Source: an optimization exercise on an open RTL-to-GDS flow (aim: small area). Production flows keep margins and buffers that such runs may drop. Where RTL was checked, it was by simulation tests only, not by an equivalence proof against the original.

== rev 12 ==
==> flow/design.v <==
package svpwm_pkg;
    typedef logic signed [16-1:0] sample_t;
    typedef logic [16-1:0] duty_t;
endpackage
`timescale 1ns/1ps
module space_vector_modulator
(
    input  logic        clk,
    input  logic        reset,
    input  svpwm_pkg::sample_t alpha,
    input  svpwm_pkg::sample_t beta,
    input  logic        in_valid,
    output logic        in_ready,
    output logic [11:0] duty_u,
    output logic [11:0] duty_v,
    output logic [11:0] duty_w,
    output logic        duty_valid,
    output logic        duty_write
);
    localparam logic [15:0] PERIOD = 16'(3000);
    logic [2:0] st;
    logic [15:0] a_r, b_r;
    logic        f_m, f_small, f_same, f_p, f_c;
    function automatic logic [15:0] radd(input logic [15:0] a, input logic [15:0] b, input logic cin);
        logic c;
        c = cin;
        for (int i = 0; i < 16; i++) begin
            radd[i] = a[i] ^ b[i] ^ c;
            c = (a[i] & b[i]) | (c & (a[i] ^ b[i]));
        end
    endfunction
    function automatic logic [15:0] sra1(input logic [15:0] x);
        sra1 = {x[15], x[15:1]};
    endfunction
    function automatic logic [11:0] clamp_duty(input svpwm_pkg::sample_t x);
        if (x < svpwm_pkg::sample_t'(20)) begin
            clamp_duty = 12'(20);
        end else if (x > svpwm_pkg::sample_t'(2980)) begin
            clamp_duty = 12'(2980);
        end else begin
            clamp_duty = x[11:0];
        end
    endfunction
    assign in_ready   = (st == 3'd0);
    assign duty_write = (st == 3'd6);
    logic m, sa;
    assign m  = f_m;
    assign sa = a_r[15];
    logic [24:0] a9, a137;
    logic [15:0] a_scaled;
    always_comb begin
        logic c;
        logic [24:0] x, y;
        x = {{9{a_r[15]}}, a_r};
        y = {{6{a_r[15]}}, a_r, 3'b0};
        c = 1'b0;
        for (int i = 0; i < 25; i++) begin
            a9[i] = x[i] ^ y[i] ^ c;
            c = (x[i] & y[i]) | (c & (x[i] ^ y[i]));
        end
        y = {{2{a_r[15]}}, a_r, 7'b0};
        c = 1'b0;
        for (int i = 0; i < 25; i++) begin
            a137[i] = a9[i] ^ y[i] ^ c;
            c = (a9[i] & y[i]) | (c & (a9[i] ^ y[i]));
        end
    end
    assign a_scaled = radd({a_r[14:0], 1'b0}, ~a137[24:9], a_r[8:0] == 9'd0);
    logic [15:0] abs_b, pp, qq, vv, other, hh, s_half, t_raw;
    logic        a_min, b_min, is_small, same;
    assign abs_b    = b_r;
    assign pp       = radd(abs_b, a_r, 1'b0);
    assign qq       = radd(abs_b, ~a_r, 1'b1);
    assign a_min    = (a_r == 16'h8000);
    assign b_min    = m && abs_b[15];
    assign is_small = !a_min && (b_min || (sa ? pp[15] : qq[15]));
    assign same     = (sa == m);
    assign vv       = sa ? pp : qq;
    assign other    = sa ? qq : pp;
    assign hh       = {(pp[15] & qq[15]) | (pp[15] & abs_b[14]) | (qq[15] & abs_b[14]), abs_b[14:0]};
    assign s_half   = is_small ? {1'b0, other[15:1]} : hh;
    always_comb begin
        if (is_small) begin
            t_raw = same ? abs_b : ~sra1(vv);
        end else begin
            t_raw = m ? sra1(qq) : sra1(pp);
        end
    end
    logic [15:0] ww, xo, yo, ysum;
    logic [11:0] cz, cx, cy;
    logic [1:0] sec;
    assign sec  = f_small ? (f_same ? 2'd1 : 2'd2) : 2'd0;
    logic [15:0] rr;
    logic        d0;
    assign d0   = f_p ^ a_r[0];
    assign rr   = radd(a_r ^ {16{!m}}, {PERIOD[15:2], m ? {1'b0, !f_p} : {f_p, !f_p}}, 1'b0);
    assign ww   = {m ? (rr > 16'd38769) : rr[15], rr[15:1]};
    assign xo   = radd(~ww, {PERIOD[15:2], m ? {d0, !d0} : {1'b0, !d0}}, 1'b0);
    assign ysum = radd(ww, b_r, f_c ^ m);
    assign yo   = ysum;
    assign cz   = clamp_duty(ww);
    assign cx   = clamp_duty(xo);
    assign cy   = clamp_duty(yo);
    always_ff @(posedge clk) begin
        if (in_ready) begin
            a_r <= alpha;
            b_r <= radd(beta ^ {16{beta[15]}}, 16'd0, beta[15]);
            f_m <= beta[15];
        end else if (st == 3'd1) begin
            a_r <= a_scaled;
        end else if (st == 3'd2) begin
            a_r     <= s_half;
            b_r     <= t_raw ^ {b_min && (a_r == 16'd0), 15'd0} ^ {16{m}};
            f_small <= is_small;
            f_same  <= same;
            f_p     <= !is_small && pp[0];
            f_c     <= is_small && !same && !vv[0];
        end
        if (duty_write) begin
            case (sec)
                2'd0:    begin duty_u <= cy; duty_v <= cx; duty_w <= cz; end
                2'd1:    begin duty_u <= cx; duty_v <= cy; duty_w <= cz; end
                default: begin duty_u <= cz; duty_v <= cx; duty_w <= cy; end
            endcase
        end
    end
    always_ff @(posedge clk or posedge reset) begin
        if (reset) begin
            st         <= 3'd7;
            duty_valid <= 1'b0;
        end else begin
            duty_valid <= duty_write;
            if (st == 3'd0) begin
                st <= in_valid ? 3'd1 : 3'd0;
            end else if (st == 3'd6 || st == 3'd7) begin
                st <= 3'd0;
            end else begin
                st <= st + 3'd1;
            end
        end
    end
endmodule
`timescale 1ns/1ps
module pwm_carrier
(
    input  logic        clk,
    input  logic        reset,
    output logic [11:0] carrier_count,
    output logic        period_start,
    output logic        period_next
);
    logic count_up;
    logic [11:0] count_next;
    always_comb begin
        logic t;
        t = 1'b1;
        for (int i = 0; i < 12; i++) begin
            count_next[i] = carrier_count[i] ^ t;
            t = t && (carrier_count[i] == count_up);
        end
    end
    always_ff @(posedge clk or posedge reset) begin
        if (reset) begin
            carrier_count <= '0;
            count_up      <= 1'b1;
        end else if (count_up) begin
            carrier_count <= count_next;
            if (carrier_count == 12'(3000 - 1)) begin
                count_up <= 1'b0;
            end
        end else begin
            carrier_count <= count_next;
            if (carrier_count == 12'd1) begin
                count_up <= 1'b1;
            end
        end
    end
    assign period_start = (carrier_count == '0);
    assign period_next  = !count_up && (carrier_count == 12'd1);
endmodule
`timescale 1ns/1ps
module pwm_phase_leg
(
    input  logic        clk,
    input  logic        reset,
    input  logic [11:0] duty,
    input  logic        duty_load,
    input  logic        active_valid,
    input  logic [11:0] carrier_count,
    output logic        gate_hi,
    output logic        gate_lo
);
    logic [11:0] active_duty;
    logic        raw;
    logic        raw_q;
    logic [3:0]  dead_cnt;
    always_ff @(posedge clk) begin
        if (duty_load) begin
            active_duty <= duty;
        end
    end
    logic below;
    always_comb begin
        below = 1'b0;
        for (int i = 0; i < 12; i++) begin
            below = active_duty[i] ? (!carrier_count[i] || below) : (!carrier_count[i] && below);
        end
    end
    assign raw = active_valid && below;
    always_ff @(posedge clk or posedge reset) begin
        if (reset) begin
            raw_q    <= 1'b0;
            dead_cnt <= 4'(10);
        end else begin
            raw_q <= raw;
            if (raw != raw_q) begin
                dead_cnt <= 4'(10);
            end else if (dead_cnt != '0) begin
                dead_cnt <= dead_cnt - 1'b1;
            end
        end
    end
    assign gate_hi = (dead_cnt == '0) && raw_q;
    assign gate_lo = (dead_cnt == '0) && !raw_q;
endmodule
`timescale 1ns/1ps
module svpwm_top
(
    input  logic       clk,
    input  logic       reset,
    input  svpwm_pkg::sample_t    alpha,
    input  svpwm_pkg::sample_t    beta,
    input  logic       in_valid,
    output logic       in_ready,
    output svpwm_pkg::duty_t      duty_u,
    output svpwm_pkg::duty_t      duty_v,
    output svpwm_pkg::duty_t      duty_w,
    output logic       duty_valid,
    output logic [2:0] gate_hi,
    output logic [2:0] gate_lo
);
    logic [11:0] carrier_count;
    logic        period_start;
    logic        period_next;
    logic [11:0] du, dv, dw;
    logic        duty_write;
    logic        pending_valid;
    logic        active_valid;
    logic        active_load;
    space_vector_modulator u_modulator (
        .clk        (clk),
        .reset      (reset),
        .alpha      (alpha),
        .beta       (beta),
        .in_valid   (in_valid),
        .in_ready   (in_ready),
        .duty_u     (du),
        .duty_v     (dv),
        .duty_w     (dw),
        .duty_valid (duty_valid),
        .duty_write (duty_write)
    );
    assign duty_u = {4'b0, du};
    assign duty_v = {4'b0, dv};
    assign duty_w = {4'b0, dw};
    pwm_carrier u_carrier (
        .clk           (clk),
        .reset         (reset),
        .carrier_count (carrier_count),
        .period_start  (period_start),
        .period_next   (period_next)
    );
    always_ff @(posedge clk or posedge reset) begin
        if (reset) begin
            pending_valid <= 1'b0;
            active_valid  <= 1'b0;
        end else begin
            if (duty_valid) begin
                pending_valid <= 1'b1;
            end
            if (period_start) begin
                active_valid <= pending_valid;
            end
        end
    end
    assign active_load = period_next;
    pwm_phase_leg u_leg_u (
        .clk           (clk),
        .reset         (reset),
        .duty          (du),
        .duty_load     (active_load),
        .active_valid  (active_valid),
        .carrier_count (carrier_count),
        .gate_hi       (gate_hi[0]),
        .gate_lo       (gate_lo[0])
    );
    pwm_phase_leg u_leg_v (
        .clk           (clk),
        .reset         (reset),
        .duty          (dv),
        .duty_load     (active_load),
        .active_valid  (active_valid),
        .carrier_count (carrier_count),
        .gate_hi       (gate_hi[1]),
        .gate_lo       (gate_lo[1])
    );
    pwm_phase_leg u_leg_w (
        .clk           (clk),
        .reset         (reset),
        .duty          (dw),
        .duty_load     (active_load),
        .active_valid  (active_valid),
        .carrier_count (carrier_count),
        .gate_hi       (gate_hi[2]),
        .gate_lo       (gate_lo[2])
    );
endmodule
Settings: LEC_CHECK=0, ABC_AREA=1, CAP_MARGIN=0, CORE_MARGIN=2, CORE_UTILIZATION=40, SLEW_MARGIN=0; clock period 10.0 ns.
standard.sh (not shown) runs the stock make flow with config.mk's settings and CLKGATE_MAP_FILE= SYNTH_SCRIPT=/design/flow/synth_recipe.tcl, a recipe that flattens the netlist after the stock synthesis.
==> flow/flow/run.sh <==
#!/bin/bash
# Standard ORFS layout with two changes: an area-oriented ABC mapping script
# (flow/abc_area.script, used through ABC_AREA=1) and single-drive port buffers.
set -euo pipefail
here=$(pwd)
rm -rf "$here/scripts"
cp -r "$FLOW_HOME/scripts" "$here/scripts"
cp "$here/flow/abc_area.script" "$here/scripts/abc_area.script"
bash standard.sh "SCRIPTS_DIR=$here/scripts" \
    "BUFFER_PORTS_ARGS=-buffer_cell sky130_fd_sc_hd__buf_1" \
    "CTS_ARGS=-sink_clustering_enable -repair_clock_nets -sink_clustering_size 24 -sink_clustering_max_diameter 120 -dont_use_dummy_load -buf_list sky130_fd_sc_hd__clkbuf_8" \
    finish > "$here/flow_make.log" 2>&1
==> flow/flow/abc_area.script <==
&get -n
&st
&deepsyn -I 8 -J 50 -T 240
&dch -f
&nf -a
&put
topo
stime -c
Changes in rev 13 relative to rev 12:
diff --git a/flow/design.v b/flow/design.v
--- a/flow/design.v
+++ b/flow/design.v
@@ -20,7 +20,7 @@
     localparam logic [15:0] PERIOD = 16'(3000);
     logic [2:0] st;
     logic [15:0] a_r, b_r;
-    logic        f_m, f_small, f_same, f_p, f_c;
+    logic        f_m, f_small, f_same, f_p, f_c, f_e;
     function automatic logic [15:0] radd(input logic [15:0] a, input logic [15:0] b, input logic cin);
         logic c;
         c = cin;
@@ -97,7 +97,7 @@
     assign ww   = {m ? (rr > 16'd38769) : rr[15], rr[15:1]};
     assign xo   = radd(~ww, {PERIOD[15:2], m ? {d0, !d0} : {1'b0, !d0}}, 1'b0);
     assign ysum = radd(ww, b_r, f_c ^ m);
-    assign yo   = ysum;
+    assign yo   = {ysum[15] ^ f_e, ysum[14:0]};
     assign cz   = clamp_duty(ww);
     assign cx   = clamp_duty(xo);
     assign cy   = clamp_duty(yo);
@@ -110,11 +110,12 @@
             a_r <= a_scaled;
         end else if (st == 3'd2) begin
             a_r     <= s_half;
-            b_r     <= t_raw ^ {b_min && (a_r == 16'd0), 15'd0} ^ {16{m}};
+            b_r     <= t_raw ^ {16{m}};
             f_small <= is_small;
             f_same  <= same;
             f_p     <= !is_small && pp[0];
             f_c     <= is_small && !same && !vv[0];
+            f_e     <= b_min && (a_r == 16'd0);
         end
         if (duty_write) begin
             case (sec)
Notes after the runs:
Compared rev 13 vs rev 12, and share of flip-flops with an asynchronous set or reset is down in rev 13. Of rev 12 and rev 13, the run reporting the lower slew of the pin with the lowest slew margin was rev 13. Average via count per standard cell sits higher in rev 13 than in rev 12. Summary of rev 13 over rev 12: global-route wire length before repair went up 2700 um; setup slack went down 0.10 ns; worst hold margin went up 0.0054 ns; horizontal extent of the die held.
The RTL of rev 13 was laid out without a check of its function.

-- afterwards: timing with drivers on the ports --
How much do the figures lean on ideal ports? The routed layouts below were timed once more, with nothing changed but the port constraints.
Step 1 (the two cells are an assumption about what drives the block):
set clk [get_ports {clk}]
set_driving_cell -lib_cell sky130_fd_sc_hd__clkbuf_16 $clk
set_driving_cell -lib_cell sky130_fd_sc_hd__buf_2 [delete_from_list [all_inputs] $clk]
Step 2 moves the port delays by t, midway between the first and last clock arrival at a register: inputs arrive t later, outputs are due t later. That takes back most of the time a late clock gives input paths.
a / b / c = no drivers / after step 1 / after step 2; a / b = the first two.
run | t (ns) | setup WS [ns] | latest minus earliest clock arrival (ns)
rev 12 | 0.477 | 0.524 / 0.524 / 0.524 | 0.038 / 0.039
rev 13 | 0.472 | 0.424 / 0.424 / 0.424 | 0.056 / 0.056
After both steps every run listed still meets setup and hold.
